From an optimization exercise on the open Yosys and OpenROAD flow, aimed at small area, a short achievable clock period and few clock cycles per item; shortcuts taken in it are not production practice. Function was checked by simulation only, so behaviour that the tests miss may differ from the original.

--- flow/design.v ---
package poly_pkg;
    localparam int word_size = 16;
    localparam int slot_count = 8;
    localparam int max_coefs = 32;
    localparam int fifo_depth = 16;
    localparam int slot_bits = $clog2(slot_count);
    localparam int coef_bits = $clog2(max_coefs);    
    localparam int addr_bits = slot_bits + coef_bits;
    localparam int fifo_cw = $clog2(fifo_depth) + 1;
    localparam int cmd_bits = 8 + slot_bits + coef_bits;     
    localparam int tok_bits = word_size + 2;                 
    typedef enum logic [7:0] {
        op_stp = 8'h00,
        op_evp = 8'h01,
        op_evb = 8'h02,
        op_rst = 8'h03
    } opcode_t;
    typedef struct packed {
        opcode_t              opcode;
        logic [slot_bits-1:0] slot;
        logic [coef_bits-1:0] arg;   
    } cmd_word_t;
    typedef enum logic [1:0] {st_ok, st_no_poly, st_bad_opcode} status_t;
    typedef struct packed {
        logic [word_size-1:0] result;
        status_t              status;
    } out_token_t;
    typedef enum logic [3:0] {
        idle, get_cmd_start, get_cmd_wait, stp_start, stp_wait, evp_start, evp_wait,
        evb_start, evb_wait, evb_output, rst_slots, output_st
    } ctrl_state_t;
endpackage
`timescale 1ns/100ps
module token_fifo
#(
    parameter int width = 16,
    parameter int depth = 4          
)
(
    input  logic               clk,
    input  logic               rst,
    input  logic               wr_en,
    input  logic [width-1:0]   wr_data,
    input  logic               rd_en,
    output logic [width-1:0]   rd_data,
    output logic               valid,
    output logic               full
);
    localparam int aw = $clog2(depth);
    logic [width-1:0] mem [depth];
    logic [aw-1:0] wr_ptr;
    logic [aw-1:0] rd_ptr;
    logic [aw:0] count;
    logic do_wr;
    logic do_rd;
    assign full = count == (aw + 1)'(depth);
    assign valid = count != '0;
    assign do_wr = wr_en && !full;
    assign do_rd = rd_en && valid;
    assign rd_data = mem[rd_ptr];
    always_ff @(posedge clk or negedge rst)
    begin
        if (!rst)
        begin
            wr_ptr <= '0;
            rd_ptr <= '0;
            count <= '0;
        end
        else
        begin
            wr_ptr <= wr_ptr + aw'(do_wr);
            rd_ptr <= rd_ptr + aw'(do_rd);
            count <= count + (aw + 1)'(do_wr) - (aw + 1)'(do_rd);
        end
    end
    always_ff @(posedge clk)
    begin
        if (do_wr)
            mem[wr_ptr] <= wr_data;
    end
endmodule
`timescale 1ns/100ps
module coef_store
(
    input  logic                               clk,
    input  logic                               wr_en,
    input  logic [poly_pkg::slot_bits-1:0]     wr_slot,
    input  logic [4:0]                         wr_stage,
    input  logic [poly_pkg::word_size-1:0]     wr_data,
    input  logic [poly_pkg::slot_bits-1:0]     rd_slot,
    input  logic [2:0]                         rd_tap,
    output logic [poly_pkg::word_size-1:0]     rd_data
);
    localparam int w = poly_pkg::word_size;
    logic [8*32*w-1:0] ring;
    logic [64*w-1:0] taps;
    for (genvar s = 0; s < 8; s++)
    begin : g_slot
        for (genvar k = 0; k < 32; k++)
        begin : g_stage
            logic [w-1:0] q;
            if (k % 2 == 1)
            begin : g_wr
                always_ff @(posedge clk)
                begin
                    if (wr_en && wr_slot == 3'(s) && wr_stage == 5'(k))
                        q <= wr_data;
                    else
                        q <= ring[(s*32 + (k+31)%32)*w +: w];
                end
            end
            else
            begin : g_shift
                always_ff @(posedge clk)
                    q <= ring[(s*32 + (k+31)%32)*w +: w];
            end
            assign ring[(s*32 + k)*w +: w] = q;
        end
        for (genvar t = 0; t < 8; t++)
        begin : g_tap
            assign taps[(s*8 + t)*w +: w] = ring[(s*32 + 4*t)*w +: w];
        end
    end
    always_ff @(posedge clk)
        rd_data <= taps[{rd_slot, rd_tap}*w +: w];
endmodule
`timescale 1ns/100ps
module poly_actor
(
    input  logic                            clk,
    input  logic                            rst,
    input  logic                            cmd_req,
    input  poly_pkg::cmd_word_t             cmd_data,
    output logic                            cmd_ack,
    input  logic                            data_req,
    input  logic [poly_pkg::word_size-1:0]  data_in,
    output logic                            data_ack,
    output logic                            out_req,
    output poly_pkg::out_token_t            out_token,
    input  logic                            out_ack
);
    localparam int w = poly_pkg::word_size;
    localparam int lanes = 8;
    localparam int lw = $clog2(lanes);
    logic [1:0] in_req;
    logic [1:0] in_ack;
    logic [1:0] in_full;
    logic [1:0] in_wr;
    poly_pkg::cmd_word_t cq;
    logic cv;
    logic cmd_pop;
    logic [w-1:0] dq;
    logic dv;
    logic data_pop;
    assign in_req = {data_req, cmd_req};
    assign in_wr = in_req & ~in_ack & ~in_full;
    assign cmd_ack = in_ack[0];
    assign data_ack = in_ack[1];
    always_ff @(posedge clk or negedge rst)
    begin
        if (!rst)
            in_ack <= '0;
        else
            in_ack <= (in_ack & in_req) | in_wr;
    end
    token_fifo #(.width(poly_pkg::cmd_bits), .depth(2)) cmd_fifo_i
    (
        .clk(clk), .rst(rst), .wr_en(in_wr[0]), .wr_data(cmd_data), .rd_en(cmd_pop),
        .rd_data(cq), .valid(cv), .full(in_full[0])
    );
    token_fifo #(.width(w), .depth(8)) data_fifo_i
    (
        .clk(clk), .rst(rst), .wr_en(in_wr[1]), .wr_data(data_in), .rd_en(data_pop),
        .rd_data(dq), .valid(dv), .full(in_full[1])
    );
    logic [4:0] ph;
    logic [4:0] deg [poly_pkg::slot_count];
    logic [poly_pkg::slot_count-1:0] slot_ok;
    logic wr_en;
    logic [2:0] wr_slot;
    logic [4:0] wr_stage;
    logic [w-1:0] wr_data;
    logic [2:0] sel_slot;
    logic [2:0] sel_tap;
    logic [w-1:0] coef;
    coef_store store_i
    (
        .clk(clk), .wr_en(wr_en), .wr_slot(wr_slot), .wr_stage(wr_stage), .wr_data(wr_data),
        .rd_slot(sel_slot), .rd_tap(sel_tap), .rd_data(coef)
    );
    typedef enum logic [1:0] {q_idle, q_setup, q_eval} seq_state_t;
    typedef enum logic [1:0] {k_ok, k_none, k_bad} kind_t;
    typedef enum logic [1:0] {e_idle, e_pre, e_mac, e_done} eng_state_t;
    seq_state_t st;
    kind_t kind;
    logic [2:0] slot;
    logic [4:0] n;           
    logic [4:0] idx;         
    logic [5:0] rem;         
    logic [w-1:0] x_next [lanes];
    logic [lw:0] cnt_next;   
    eng_state_t est;
    logic [2:0] eng_slot;
    logic [lw:0] eng_cnt;
    logic [4:0] eng_n;
    logic [lw:0] prev_cnt;   
    logic [4:0] mcnt;
    logic first;
    logic copy_now;
    logic [w-1:0] x [lanes];
    logic [w-1:0] acc [lanes];
    logic [poly_pkg::tok_bits-1:0] res [lanes];
    logic [lw:0] res_cnt;
    logic [lw:0] res_ptr;
    logic res_free;
    logic stp_go;
    logic can_load;
    logic aligned;
    logic [4:0] tap_pos;
    logic launch;
    logic eng_last;
    logic do_copy;
    logic [5:0] cnt_cmd;
    assign res_free = res_cnt == '0;
    assign eng_last = est == e_mac && mcnt == '0;
    assign do_copy = (est == e_done && res_free) || copy_now;
    assign stp_go = st == q_setup && dv && !ph[0] ^ idx[0]
                    && !(est != e_idle && eng_slot == slot);
    assign can_load = st == q_eval && kind != k_bad && rem != '0 && dv
                      && (cnt_next != (lw + 1)'(lanes) || launch);
    assign tap_pos = ph + n + 5'd2;
    assign aligned = tap_pos[1:0] == 2'b00;
    always_comb
    begin
        launch = 1'b0;
        if (st == q_eval && cnt_next != '0)
        begin
            if (kind == k_ok)
                launch = aligned && (est == e_idle || (eng_last && res_free));
            else
                launch = est == e_idle && res_free;
        end
    end
    assign data_pop = stp_go || can_load;
    assign cmd_pop = st == q_idle && cv;
    assign cnt_cmd = cq.opcode == poly_pkg::op_evb ? {1'b0, cq.arg} : 6'd1;
    always_ff @(posedge clk or negedge rst)
    begin
        if (!rst)
        begin
            st <= q_idle;
            kind <= k_ok;
            slot <= '0;
            n <= '0;
            idx <= '0;
            rem <= '0;
            cnt_next <= '0;
            slot_ok <= '0;
            ph <= '0;
            wr_en <= 1'b0;
            for (int i = 0; i < poly_pkg::slot_count; i++)
                deg[i] <= '0;
        end
        else
        begin
            ph <= ph + 5'd1;
            wr_en <= stp_go;
            case (st)
                q_idle:
                begin
                    if (cv)
                    begin
                        slot <= cq.slot;
                        idx <= '0;
                        case (cq.opcode)
                            poly_pkg::op_stp:
                            begin
                                n <= cq.arg;
                                st <= q_setup;
                            end
                            poly_pkg::op_evp, poly_pkg::op_evb:
                            begin
                                n <= deg[cq.slot];
                                kind <= slot_ok[cq.slot] ? k_ok : k_none;
                                rem <= cnt_cmd;
                                if (cnt_cmd != '0)
                                    st <= q_eval;
                            end
                            poly_pkg::op_rst: slot_ok <= '0;
                            default:
                            begin
                                kind <= k_bad;
                                rem <= '0;
                                cnt_next <= 1;
                                st <= q_eval;
                            end
                        endcase
                    end
                end
                q_setup:
                begin
                    if (stp_go)
                    begin
                        idx <= idx + 5'd1;
                        if (idx == n)
                        begin
                            deg[slot] <= n;
                            slot_ok[slot] <= 1'b1;
                            st <= q_idle;
                        end
                    end
                end
                q_eval:
                begin
                    if (can_load)
                        rem <= rem - 6'd1;
                    if (launch)
                        cnt_next <= (lw + 1)'(can_load);
                    else if (can_load)
                        cnt_next <= cnt_next + 1'b1;
                    if (launch && !can_load && rem == '0)
                        st <= q_idle;
                end
                default: st <= q_idle;
            endcase
        end
    end
    always_ff @(posedge clk)
    begin
        wr_slot <= slot;
        wr_stage <= ph + idx + 5'd3;
        wr_data <= dq;
        if (can_load)
            x_next[launch ? '0 : cnt_next[lw-1:0]] <= dq;
    end
    always_ff @(posedge clk or negedge rst)
    begin
        if (!rst)
        begin
            est <= e_idle;
            eng_slot <= '0;
            eng_cnt <= '0;
            eng_n <= '0;
            prev_cnt <= '0;
            mcnt <= '0;
            first <= 1'b0;
            copy_now <= 1'b0;
            sel_slot <= '0;
            sel_tap <= '0;
        end
        else
        begin
            copy_now <= 1'b0;
            first <= est == e_pre;
            if (launch && kind == k_ok)
            begin
                est <= e_pre;
                eng_slot <= slot;
                eng_cnt <= cnt_next;
                prev_cnt <= eng_cnt;
                eng_n <= n;
                sel_slot <= slot;
                sel_tap <= tap_pos[4:2];
                copy_now <= eng_last;
            end
            else
            begin
                case (est)
                    e_pre:
                    begin
                        mcnt <= eng_n;
                        est <= e_mac;
                    end
                    e_mac:
                    begin
                        mcnt <= mcnt - 5'd1;
                        if (mcnt == '0)
                            est <= e_done;
                    end
                    e_done:
                    begin
                        if (res_free)
                            est <= e_idle;
                    end
                    default: est <= e_idle;
                endcase
            end
        end
    end
    for (genvar i = 0; i < lanes; i++)
    begin : g_lane
        always_ff @(posedge clk)
        begin
            if (launch && kind == k_ok)
                x[i] <= x_next[i];
            if (est == e_mac)
                acc[i] <= (first ? '0 : acc[i]) * x[i] + coef;
        end
    end
    always_ff @(posedge clk or negedge rst)
    begin
        if (!rst)
        begin
            res_cnt <= '0;
            res_ptr <= '0;
            out_req <= 1'b0;
        end
        else
        begin
            if (do_copy)
                res_cnt <= copy_now ? prev_cnt : eng_cnt;
            else if (launch && kind != k_ok)
                res_cnt <= cnt_next;
            if (!out_req && !out_ack && !res_free)
            begin
                out_req <= 1'b1;
                if (res_ptr + 1'b1 == res_cnt)
                begin
                    res_ptr <= '0;
                    res_cnt <= '0;
                end
                else
                    res_ptr <= res_ptr + 1'b1;
            end
            else if (out_ack)
                out_req <= 1'b0;
        end
    end
    always_ff @(posedge clk)
    begin
        if (!out_req && !out_ack && !res_free)
            out_token <= res[res_ptr[lw-1:0]];
        for (int i = 0; i < lanes; i++)
        begin
            if (do_copy)
                res[i] <= {acc[i], poly_pkg::st_ok};
            else if (launch && kind != k_ok)
                res[i] <= {16'h0000, kind == k_bad ? poly_pkg::st_bad_opcode : poly_pkg::st_no_poly};
        end
    end
endmodule
--- flow/run.sh ---
#!/bin/bash
# synth_recipe.tcl (not shown) runs the flow's synth.tcl, then flattens the netlist and writes it again
# the make line also repeats each setting of config.mk as NAME=value (left out here)
make -C /OpenROAD-flow-scripts/flow DESIGN_CONFIG=/design/flow/config.mk WORK_HOME=/design/flow/orfs CLKGATE_MAP_FILE= SYNTH_SCRIPT=/design/flow/synth_recipe.tcl finish
--- flow/config.mk ---
export PLATFORM = sky130hd
export DESIGN_NAME = poly_actor
export DESIGN_NICKNAME = poly_actor
export VERILOG_FILES = /design/flow/design.v
export SDC_FILE = /design/flow/constraint.sdc
export NUM_CORES = 4
export LEC_CHECK = 0
export CAP_MARGIN = 30
export CORE_MARGIN = 2
export CORE_UTILIZATION = 35
export PLACE_DENSITY = 0.45
export SLEW_MARGIN = 40
export SYNTH_MEMORY_MAX_BITS = 8192
--- flow/constraint.sdc ---
create_clock -name core_clock -period 8.5 [get_ports {clk}]
set_input_delay 1.7000 -clock core_clock [delete_from_list [all_inputs] [get_ports {clk}]]
set_output_delay 1.7000 -clock core_clock [all_outputs]
set_load 0.01 [all_outputs]
==> out/metrics.csv <==
stage,metric,value,unit
outcome,outcome,finished clean,
finish,area occupied by registers,0.1070,mm²
timing,slew at the pin closest to its max-slew limit,0.9372,ns
critical_path,Crit. End Element,register,
route,Starting DRT DRC Count,4677,
global_routing,initial antenna violation count,27,
clock_network,hold buffers post-CTS,0,
clock_network,total setup buffers inserted after CTS,0,
finish,proportion of layout cells with a drive suffix above 1,27.47,%
floorplanning,Initial Util,35.17,%
yosys,post-synthesis net count,14340,
global_routing,grt ovf,0,
timing,min Tclk post-route,6.773,ns
timing,Max Fclk,147.6,MHz
yosys,Most used DFF post-synth,dfxtp_1,
timing,count of final max-slew check failures,0,
route,Residual DRC,0,
timing,Max transition margin,37.30,%
yosys,Area contributors post-synth,"dfxtp_1 46%, mux2_2 13%, edfxtp_1 11%, fa_1 8.3%, mux4_2 4.6%",
clock_network,clock slew seen by the registers of the worst setup and hold paths,0.06,ns
route,via-per-instance ratio,4.627,
floorplanning,die width,725.0,µm
route,final wirelength,501300,µm
critical_path,Worst Path Arrival,7.53,ns
clock_network,H-Tree Depth,6,
route,Final ANT Viol Nets,0,
route,WL per Instance,24.30,µm
job,max_cap viols,0,
critical_path,Crit Path Max Fanout,39,
yosys,sequential area share after synthesis,58.76,%
critical_path,Critical path buffers and inverters,2,
clock_network,Clock Sink Count,4962,
yosys,async set-reset flop share out of synthesis,2.701,%
yosys,Yosys cell types,74,
clock_network,TritonCTS buffer count,538,
critical_path,"Top cell by count, worst path",fa_1,
floorplanning,row cnt,264,
timing,Final Hold Fails,0,
yosys,cell area after synthesis,0.1819,mm²
finish,Final #Nets,14540,
global_routing,Total Routing Usage GR,18.86,%
timing,final clock skew,0.07763,ns
global_routing,vias in the first global route,104400,
place,Final HPWL DP,329600,µm
clock_network,CTS root buf,clkbuf_16,
yosys,Synth Warn #,8,
route,DR vias,95470,
yosys,Avg Inst Size Synth,13.91,µm²
clock_network,post-CTS resize count,0,
global_routing,first-pass GRT wire length,733600,µm
floorplanning,Die Area,0.5256,mm²
timing,final worst-path cycle share,79.69,%
critical_path,CP Data Required Time,9.26,ns
place,routability cong.,0.8244,
min_path,HP Class,register to register,
yosys,biggest area consumer among synthesized cells,dfxtp_1,
global_routing,pin count of the biggest net entering global routing,88,
route,Detailed Routing Iterations Pass 1,6,
floorplanning,area of the core,0.5173,mm²
timing,setup violators final,0,
floorplanning,Top Ports,58,
clock_network,Max clock buf depth,4,
critical_path,"critical path, cell by cell","buf_4, nor2b_1, nand2_1, fa_1, fa_1, fa_1, fa_1, fa_1, fa_1, inv_1, ha_1, a21o_1, a221o_1, a31oi_1, xnor2_1",
critical_path,CP top delay family,adder cells,
critical_path,Setup CP Type,register to register,
timing,Hold Worst Slack,0.2941,ns
finish,layout filler cell count,47990,
finish,area of the multi-input gates,0.06892,mm²
critical_path,CP Launch Type,register,
yosys,"FF+latch count, synth",4962,
yosys,Syn Inst Count,13080,
yosys,share of the synthesized area in the top cell type,45.53,%
floorplanning,Die Y,725.0,µm
critical_path,crit-path max cell delay,0.75,ns
clock_network,Clock Latency Late Sink,1.04,ns
timing,setup_tns,0,ns
timing,unrepaired setup endpoints after global routing,no,
critical_path,slowest cell on the critical path,nor2b_1,
place,IO buf count,57,
yosys,number of flops mapped to enable cells by yosys,690,
finish,area grow syn2layout,15.58,%
clock_network,CTS tree,yes,
## synth_stat cells, types with 9 or more instances
cell	n
or3_1	10
a31oi_1	20
o21bai_1	9
nand2_2	16
and3_1	12
nand3b_1	14
nand2b_1	28
nand3_1	25
xnor2_1	290
and2_1	527
nor3_1	31
a21oi_1	96
nor2_1	208
mux4_2	371
fa_1	755
xor2_1	72
o21a_1	24
a21o_1	31
a221oi_1	12
inv_1	1160
dfrtp_1	134
mux2i_1	16
o21ai_0	77
edfxtp_1	690
a222oi_1	16
buf_1	21
clkbuf_1	483
buf_2	121
mux2_2	2135
dfxtp_1	4138
nand2_1	818
nor2b_1	134
a211oi_1	14
ha_1	467
## path summary, 6_finish.rpt
check	startpoint	end	cells after the start	slack, ns
worst max-delay path	first$_DFF_PN0_	acc[7][15]$_DFFE_PP_	15	1.73
worst min-delay path	store_i.g_slot[3].g_stage[11].q[0]$_DFF_P_	store_i.g_slot[3].g_stage[12].q[0]$_DFF_P_	0	0.29
worst max register to register	first$_DFF_PN0_	acc[7][15]$_DFFE_PP_	15	1.73
worst min register to register	store_i.g_slot[3].g_stage[11].q[0]$_DFF_P_	store_i.g_slot[3].g_stage[12].q[0]$_DFF_P_	0	0.29
max in group asynchronous	rst	sel_tap[1]$_DFFE_PN0P_	2	6.38
min in group asynchronous	rst	deg[2][4]$_DFFE_PN0P_	1	0.73
## layout make-up
cell class | count | area share, %
Clock inverter | 199 | 1.123
Multi-Input combinational cell | 6326 | 32.77
Tap cell | 6916 | 4.115
Timing Repair Buffer | 296 | 1.683
Antenna cell | 13 | 0.01547
Inverter | 1161 | 2.072
Clock buffer | 760 | 7.338
Sequential cell | 4962 | 50.88
## registers in the layout, summed over array words and instances, names as in the netlist, 5 cells and up
register                  flops
wr_stage                      5
wr_data                      16
out_token                    18
x_next                      128
idx                           5
slot_ok                       8
res                         130
deg                          40
ph                            5
mcnt                          5
rem                           6
n                             5
x                           128
cmd_fifo_i.mem               32
data_fifo_i.mem             128
store_i.g_slot.g_stage.q   4096
eng_n                         5
acc                         128
store_i.rd_data              16
## through the flow
| stage | setup slack [ns] | utilization (%) | std cells | instance area (µm²) |
|---|---|---|---|---|
| 2_1_floorplan | 1.733 | - | 13080 | 182000 |
| 6_report | 1.727 | 40.66 | 20630 | 210300 |
| 3_5_place_dp | 1.756 | 37.18 | 19660 | 192300 |
| 4_1_cts | 1.775 | 40.62 | 20620 | 210100 |
| 5_1_grt | 1.443 | 40.65 | 20620 | 210300 |
| 3_3_place_gp | 1.656 | 36.85 | 19590 | 190600 |
## cell usage in the layout (no fill, tap or decap), drive strengths merged, types with 17 or more instances in the layout
master	netlist	final
nor2b	134	134
edfxtp	690	690
and2	527	527
dfxtp	4138	4138
a21oi	97	97
bufinv	0	29
xor2	72	72
inv	1160	1188
mux4	371	371
dfrtp	134	134
a21o	31	31
fa	755	755
buf	148	239
o21ai	79	79
nand3	25	25
clkinv	1	133
nor3	33	33
mux2	2135	2135
nand2	834	834
ha	467	467
clkdlybuf4s50	0	56
nor2	208	208
clkbuf	483	761
mux2i	17	17
a31oi	20	20
xnor2	290	290
o21a	24	24
nand2b	28	28
## worst register-to-register path, cell delays in order, from the launching register on
cell     delay [ns]
dfrtp_4        0.71
buf_4          0.48
nor2b_1        0.77
nand2_1        0.17
fa_1           0.56
fa_1           0.44
fa_1           0.50
fa_1           0.57
fa_1           0.44
fa_1           0.50
inv_1          0.05
ha_1           0.34
a21o_1         0.22
a221o_1        0.40
a31oi_1        0.28
xnor2_1        0.12
## kinds of logic (layout without fill, tap and decap cells)
logic type | after synthesis | count (layout) | share of synthesized area, %
flip-flops | 4962 | 4962 | 58.76
multiplexers | 2523 | 2523 | 17.90
AND/OR/NAND/NOR | 1859 | 1859 | 4.988
buffers and inverters | 1792 | 2416 | 3.799
adder cells (fa/ha/maj) | 1222 | 1222 | 11.52
XOR/XNOR | 362 | 362 | 1.743
AO/OA/AOI/OAI | 360 | 360 | 1.292
other | 0 | 13 | 0
## routing by layer
| metal | track usage [%] | share of wire (%) | vias to the layer above |
|---|---|---|---|
| li1 | - | - | 43880 |
| met1 | 24.61 | 45 | 49310 |
| met2 | 32.97 | 49 | 1572 |
| met3 | 2.112 | 3.2 | 704 |
| met4 | 5.409 | 3.0 | 2 |
| met5 | 0 | 0.0026 | - |
Testbench counts, summed over its fixed seeds: cycles 14,308, items 3,097.

[what the ideal ports hide]
How much do the figures lean on ideal ports? The routed layout below was timed once more, with nothing changed but the port constraints.
Step 1, drivers: a clkbuf_16 drives clk and a buf_2 each remaining input, both assumed.
Step 2 moves the port delays by t, midway between the first and last clock arrival at a register: inputs arrive t later, outputs are due t later. That takes back most of the time a late clock gives input paths.
a / b / c = no drivers / after step 1 / after step 2; a / b = the first two.
t (ns): 1.115
slack for setup (ns): 1.727 / 1.727 / 1.727
worst setup path after step 2: register to register
After both steps this run still meets setup and hold. For this run, drivers alone change the setup slack by 0.000 ns; drivers and shift together by 0.000 ns.
